Source: an optimization exercise on an open RTL-to-GDS flow (aim: small area, a short achievable clock period and few clock cycles per item). Production flows keep margins and buffers that such runs may drop.
Where RTL was checked, it was by simulation tests only, not by an equivalence proof against the original.
Power is estimated from default activity; no workload was simulated.

Setup of rev 12:
==> flow/design.v <==
package ftss_pkg;
    localparam int FTSS_SECTOR_BYTES      = 512;
    localparam int FTSS_FILE_SECTOR_LIMIT = 32;
    localparam int FTSS_QUEUE_DEPTH       = 2;
    localparam int STATUS_W = 3;
    localparam int FILE_W   = 16;
    localparam int OFFSET_W = 9;
    localparam int COUNT_W  = 10;
    localparam int ADDR_W   = 4;
    typedef enum logic [STATUS_W-1:0] {
        ST_CHUNK   = 3'd0,
        ST_EMPTY   = 3'd1,
        ST_NOSPACE = 3'd2,
        ST_BADPOS  = 3'd3,
        ST_ERASED  = 3'd4
    } status_t;
    typedef enum logic [1:0] {
        REG_ERASED = 2'd0,
        REG_SPF    = 2'd1,
        REG_MAIN   = 2'd2,
        REG_BACKUP = 2'd3
    } reg_index_t;
endpackage
import ftss_pkg::*;
module file_transfer_sector_splitter
#(
    parameter int SECTOR_BYTES      = FTSS_SECTOR_BYTES,
    parameter int FILE_SECTOR_LIMIT = FTSS_FILE_SECTOR_LIMIT
) (
    input  logic                aclk,
    input  logic                aresetn,
    input  logic                psel,
    input  logic                penable,
    input  logic                pwrite,
    input  logic [ADDR_W-1:0]   paddr,
    input  logic [31:0]         pwdata,
    output logic [31:0]         prdata,
    output logic                pready,
    input  logic                s_valid,
    output logic                s_ready,
    input  logic                s_req_type,
    input  logic [FILE_W-1:0]   s_file_index,
    input  logic signed [31:0]  s_position,
    input  logic [31:0]         s_transfer_length,
    output logic                m_valid,
    input  logic                m_ready,
    output logic [STATUS_W-1:0] m_status,
    output logic [31:0]         m_physical_sector,
    output logic [OFFSET_W-1:0] m_sector_offset,
    output logic [COUNT_W-1:0]  m_chunk_bytes,
    output logic                m_last
);
    logic        erased_reg;
    logic [5:0]  spf_reg;
    logic [31:0] main_reg;
    logic [31:0] backup_reg;
    logic        cfg_write;
    logic [1:0]  cfg_index;
    assign pready    = 1'b1;
    assign cfg_write = psel && penable && pwrite;
    assign cfg_index = paddr[3:2];
    always_ff @(posedge aclk) begin
        if (!aresetn) begin
            erased_reg <= 1'b0;
            spf_reg    <= 6'd1;
            main_reg   <= 32'd0;
            backup_reg <= 32'd1;
        end else if (cfg_write) begin
            unique case (cfg_index)
                REG_ERASED: erased_reg <= pwdata[0];
                REG_SPF:    spf_reg    <= pwdata[5:0];
                REG_MAIN:   main_reg   <= pwdata;
                REG_BACKUP: backup_reg <= pwdata;
                default:    erased_reg <= erased_reg;
            endcase
        end
    end
    always_comb begin
        unique case (cfg_index)
            REG_ERASED: prdata = {31'd0, erased_reg};
            REG_SPF:    prdata = {26'd0, spf_reg};
            REG_MAIN:   prdata = main_reg;
            REG_BACKUP: prdata = backup_reg;
            default:    prdata = '0;
        endcase
    end
    logic        a_big, b_big, cfg_eq;
    always_comb begin
        a_big  = |main_reg[31:22];
        b_big  = |backup_reg[31:22];
        cfg_eq = main_reg == backup_reg;
    end
    logic [5:0]          spf_e;
    logic                pos_oob;
    logic [STATUS_W-1:0] in_status;
    logic [15:0]         in_sum;
    logic [14:0]         in_end;
    logic [20:0]         in_s0;
    logic [20:0]         pp0, pp1, pp2, pp3, pp4, pp5;
    logic [41:0]         cs1, cs2, cs3, cs4;
    function automatic logic [41:0] csa(input logic [20:0] x, input logic [20:0] y,
                                        input logic [20:0] z);
        logic [20:0] sum, cry;
        sum = x ^ y ^ z;
        cry = {((x[19:0] & y[19:0]) | (x[19:0] & z[19:0]) | (y[19:0] & z[19:0])), 1'b0};
        csa = {cry, sum};
    endfunction
    logic                r_valid;
    logic [STATUS_W-1:0] r_status;
    logic [20:0]         r_s0;
    logic [13:0]         r_pos;
    logic [14:0]         r_end;
    logic                o_take;
    always_comb begin
        spf_e   = spf_reg[5] ? 6'd32 : {1'b0, spf_reg[4:0]};
        pos_oob = (|s_position[30:14]) || ({1'b0, s_position[13:9]} >= spf_e);
        if (erased_reg)
            in_status = ST_ERASED;
        else if (s_position[31])
            in_status = ST_BADPOS;
        else if (pos_oob)
            in_status = s_req_type ? ST_NOSPACE : ST_EMPTY;
        else if (s_transfer_length == 32'd0)
            in_status = ST_EMPTY;
        else
            in_status = ST_CHUNK;
        in_sum = {2'b00, s_position[13:0]} + {1'b0, s_transfer_length[14:0]};
        in_end = ((|s_transfer_length[31:15]) || (in_sum[15:9] >= {1'b0, spf_e}))
               ? {spf_e, 9'd0} : in_sum[14:0];
        pp0 = {5'd0, s_file_index & {16{spf_e[0]}}};
        pp1 = {4'd0, s_file_index & {16{spf_e[1]}}, 1'b0};
        pp2 = {3'd0, s_file_index & {16{spf_e[2]}}, 2'b0};
        pp3 = {2'd0, s_file_index & {16{spf_e[3]}}, 3'b0};
        pp4 = spf_e[5] ? {s_file_index, 5'd0} : {1'd0, s_file_index & {16{spf_e[4]}}, 4'b0};
        pp5 = {16'd0, s_position[13:9]};
        cs1    = csa(pp0, pp1, pp2);
        cs2    = csa(pp3, pp4, pp5);
        cs3    = csa(cs1[20:0], cs1[41:21], cs2[20:0]);
        cs4    = csa(cs3[20:0], cs3[41:21], cs2[41:21]);
        in_s0  = cs4[20:0] + cs4[41:21];
    end
    assign s_ready = !r_valid || o_take;
    always_ff @(posedge aclk) begin
        if (!aresetn) begin
            r_valid <= 1'b0;
        end else if (s_valid && s_ready) begin
            r_valid <= 1'b1;
        end else if (o_take) begin
            r_valid <= 1'b0;
        end
    end
    always_ff @(posedge aclk) begin
        if (s_valid && s_ready) begin
            r_status <= in_status;
            r_s0     <= in_s0;
            r_pos    <= s_position[13:0];
            r_end    <= in_end;
        end
    end
    logic                o_valid;
    logic [STATUS_W-1:0] o_status;
    logic [21:0]         o_sector;
    logic [13:0]         o_pos;      
    logic [4:0]          o_ke;       
    logic [9:0]          o_lb;       
    logic                o_more;     
    logic                o_last;
    logic [9:0]          o_top;
    always_comb begin
        o_last = !o_more;
        o_top  = o_last ? o_lb : 10'd512;
    end
    logic                sx_step;
    logic [21:0]         sx_x;
    logic [22:0]         sx_da, sx_db;
    logic                sx_a_ge, sx_b_ge, sx_a_m1, sx_b_m1, sx_a_m2, sx_b_m2;
    logic                sx_g1, sx_g2, sx_e1, sx_f;
    logic [1:0]          sx_inc;
    logic [21:0]         sx_sector;
    logic [19:0]         sx_up1;
    logic [2:0]          sx_lo;
    always_comb begin
        sx_step = o_more;
        sx_x    = sx_step ? o_sector : {1'b0, r_s0};
        sx_da   = {1'b0, sx_x} - {1'b0, main_reg[21:0]};
        sx_db   = {1'b0, sx_x} - {1'b0, backup_reg[21:0]};
        sx_a_ge = !a_big && !sx_da[22];
        sx_b_ge = !b_big && !sx_db[22];
        sx_a_m1 = !a_big && (sx_da == 23'h7F_FFFF);
        sx_b_m1 = !b_big && (sx_db == 23'h7F_FFFF);
        sx_a_m2 = !a_big && (sx_da == 23'h7F_FFFE);
        sx_b_m2 = !b_big && (sx_db == 23'h7F_FFFE);
        sx_g1   = sx_a_ge || sx_b_ge;
        sx_g2   = cfg_eq ? sx_g1 : ((sx_a_ge || sx_a_m1) && (sx_b_ge || sx_b_m1));
        sx_e1   = sx_a_m1 || sx_b_m1;
        sx_f    = cfg_eq || sx_a_m2 || sx_b_m2;
        if (sx_step)
            sx_inc = sx_e1 ? (sx_f ? 2'd3 : 2'd2) : 2'd1;
        else
            sx_inc = {sx_g1 && sx_g2, sx_g1 ^ sx_g2};
        sx_up1    = sx_x[21:2] ^ (sx_x[21:2] + 20'd1);
        sx_lo     = {1'b0, sx_x[1:0]} + {1'b0, sx_inc};
        sx_sector = {sx_x[21:2] ^ (sx_up1 & {20{sx_lo[2]}}), sx_lo[1:0]};
    end
    logic o_done, o_step;
    assign o_done = o_valid && m_ready && o_last;
    assign o_take = !o_valid || o_done;
    assign o_step = o_valid && m_ready && !o_last;
    always_ff @(posedge aclk) begin
        if (!aresetn) begin
            o_valid <= 1'b0;
            o_more  <= 1'b0;
        end else if (o_take) begin
            o_valid <= r_valid;
            o_more  <= r_valid && (r_status == ST_CHUNK)
                    && (5'(r_end[14:9] - {5'd0, r_end[8:0] == 9'd0}) != r_pos[13:9]);
        end else if (o_step) begin
            o_more  <= (o_ke != o_pos[13:9] + 5'd1);
        end
    end
    always_ff @(posedge aclk) begin
        if (o_take && r_valid) begin
            o_status <= r_status;
            if (r_status == ST_CHUNK) begin
                o_sector <= sx_sector;
                o_pos    <= r_pos;
                o_ke     <= 5'(r_end[14:9] - {5'd0, r_end[8:0] == 9'd0});
                o_lb     <= {r_end[8:0] == 9'd0, r_end[8:0]};
            end else begin
                o_sector <= '0;
                o_pos    <= '0;
                o_ke     <= '0;
                o_lb     <= '0;
            end
        end else if (o_step) begin
            o_sector <= sx_sector;
            o_pos    <= {o_pos[13:9] + 5'd1, 9'd0};
        end
    end
    assign m_valid           = o_valid;
    assign m_status          = o_status;
    assign m_physical_sector = {10'd0, o_sector};
    assign m_sector_offset   = o_pos[8:0];
    assign m_chunk_bytes     = o_top - {1'b0, o_pos[8:0]};
    assign m_last            = o_last;
endmodule
Settings: LEC_CHECK=0, CAP_MARGIN=20, CORE_MARGIN=2, CORE_UTILIZATION=40, SLEW_MARGIN=20; clock period 5.5 ns.
standard.sh (not shown) runs the stock make flow with config.mk's settings and CLKGATE_MAP_FILE= SYNTH_SCRIPT=/design/flow/synth_recipe.tcl, a recipe that flattens the netlist after the stock synthesis.
==> flow/flow/run.sh <==
#!/bin/bash
# The standard layout (standard.sh, standard synthesis), with the port buffers
# made as sky130_fd_sc_hd__buf_1 cells.
set -euo pipefail
bash standard.sh "BUFFER_PORTS_ARGS=-buffer_cell sky130_fd_sc_hd__buf_1" finish > make_finish.log 2>&1
Every stage of rev 12 finished as expected; the final checks, on the other hand, flagged setup timing, which means the layout fails.
#### Input delta (rev 13 over rev 12)
diff --git a/flow/design.v b/flow/design.v
--- a/flow/design.v
+++ b/flow/design.v
@@ -177,8 +177,6 @@
     logic                sx_g1, sx_g2, sx_e1, sx_f;
     logic [1:0]          sx_inc;
     logic [21:0]         sx_sector;
-    logic [19:0]         sx_up1;
-    logic [2:0]          sx_lo;
     always_comb begin
         sx_step = o_more;
         sx_x    = sx_step ? o_sector : {1'b0, r_s0};
@@ -198,9 +196,7 @@
             sx_inc = sx_e1 ? (sx_f ? 2'd3 : 2'd2) : 2'd1;
         else
             sx_inc = {sx_g1 && sx_g2, sx_g1 ^ sx_g2};
-        sx_up1    = sx_x[21:2] ^ (sx_x[21:2] + 20'd1);
-        sx_lo     = {1'b0, sx_x[1:0]} + {1'b0, sx_inc};
-        sx_sector = {sx_x[21:2] ^ (sx_up1 & {20{sx_lo[2]}}), sx_lo[1:0]};
+        sx_sector = sx_x + {20'd0, sx_inc};
     end
     logic o_done, o_step;
     assign o_done = o_valid && m_ready && o_last;
### Flow results
Per the comparison of rev 13 with rev 12, global-route usage went down, number of buffer and inverter stages on the critical path closely matched the old numbers, number of clock-tree buffers in the layout moved up, number of ordinary inverters in the final layout shows an increase of 2. In rev 13 the implementation ran to completion but is not tape-out ready, as the final checks report setup timing. Relative to rev 12, multi-input combinational cell count has decreased by 3.8% in rev 13. Compared with rev 12, rev 13 shows clock network power share higher by 1.5 points. Number of setup buffers added after CTS in rev 13 is 8 lower than in rev 12. Taking rev 12 as the reference, in rev 13 portion of netlist area occupied by mux cells shows a reduction of 0.56 points; total power shows a reduction of 3.9%; relative contribution of combinational cells to total power shows a reduction of 2.5 points.
Testbench counts of rev 13, summed over its fixed seeds: cycles 49,244, requests 12,000.
Function not checked in rev 12: the RTL went through the layout flow alone.

-- port drivers added, routing unchanged --
Ports are ideal in the flow. The routed layouts listed here were re-timed in OpenROAD. Step 1 (the two cells are an assumption about what drives the block):
set clk [get_ports {aclk}]
set_driving_cell -lib_cell sky130_fd_sc_hd__clkbuf_16 $clk
set_driving_cell -lib_cell sky130_fd_sc_hd__buf_2 [delete_from_list [all_inputs] $clk]
Step 2 also shifts input and output timing later by t, the mid clock arrival at the registers, as if the neighbouring blocks saw the same clock. a / b / c = ideal / step 1 / step 2; a / b = the first two.
run	t, ns	setup WS [ns]	worst slew at a driven data input, ns
rev 12	0.504	-0.086 / -0.086 / -0.086	0.07
rev 13	0.504	-0.067 / -0.067 / -0.067	0.07
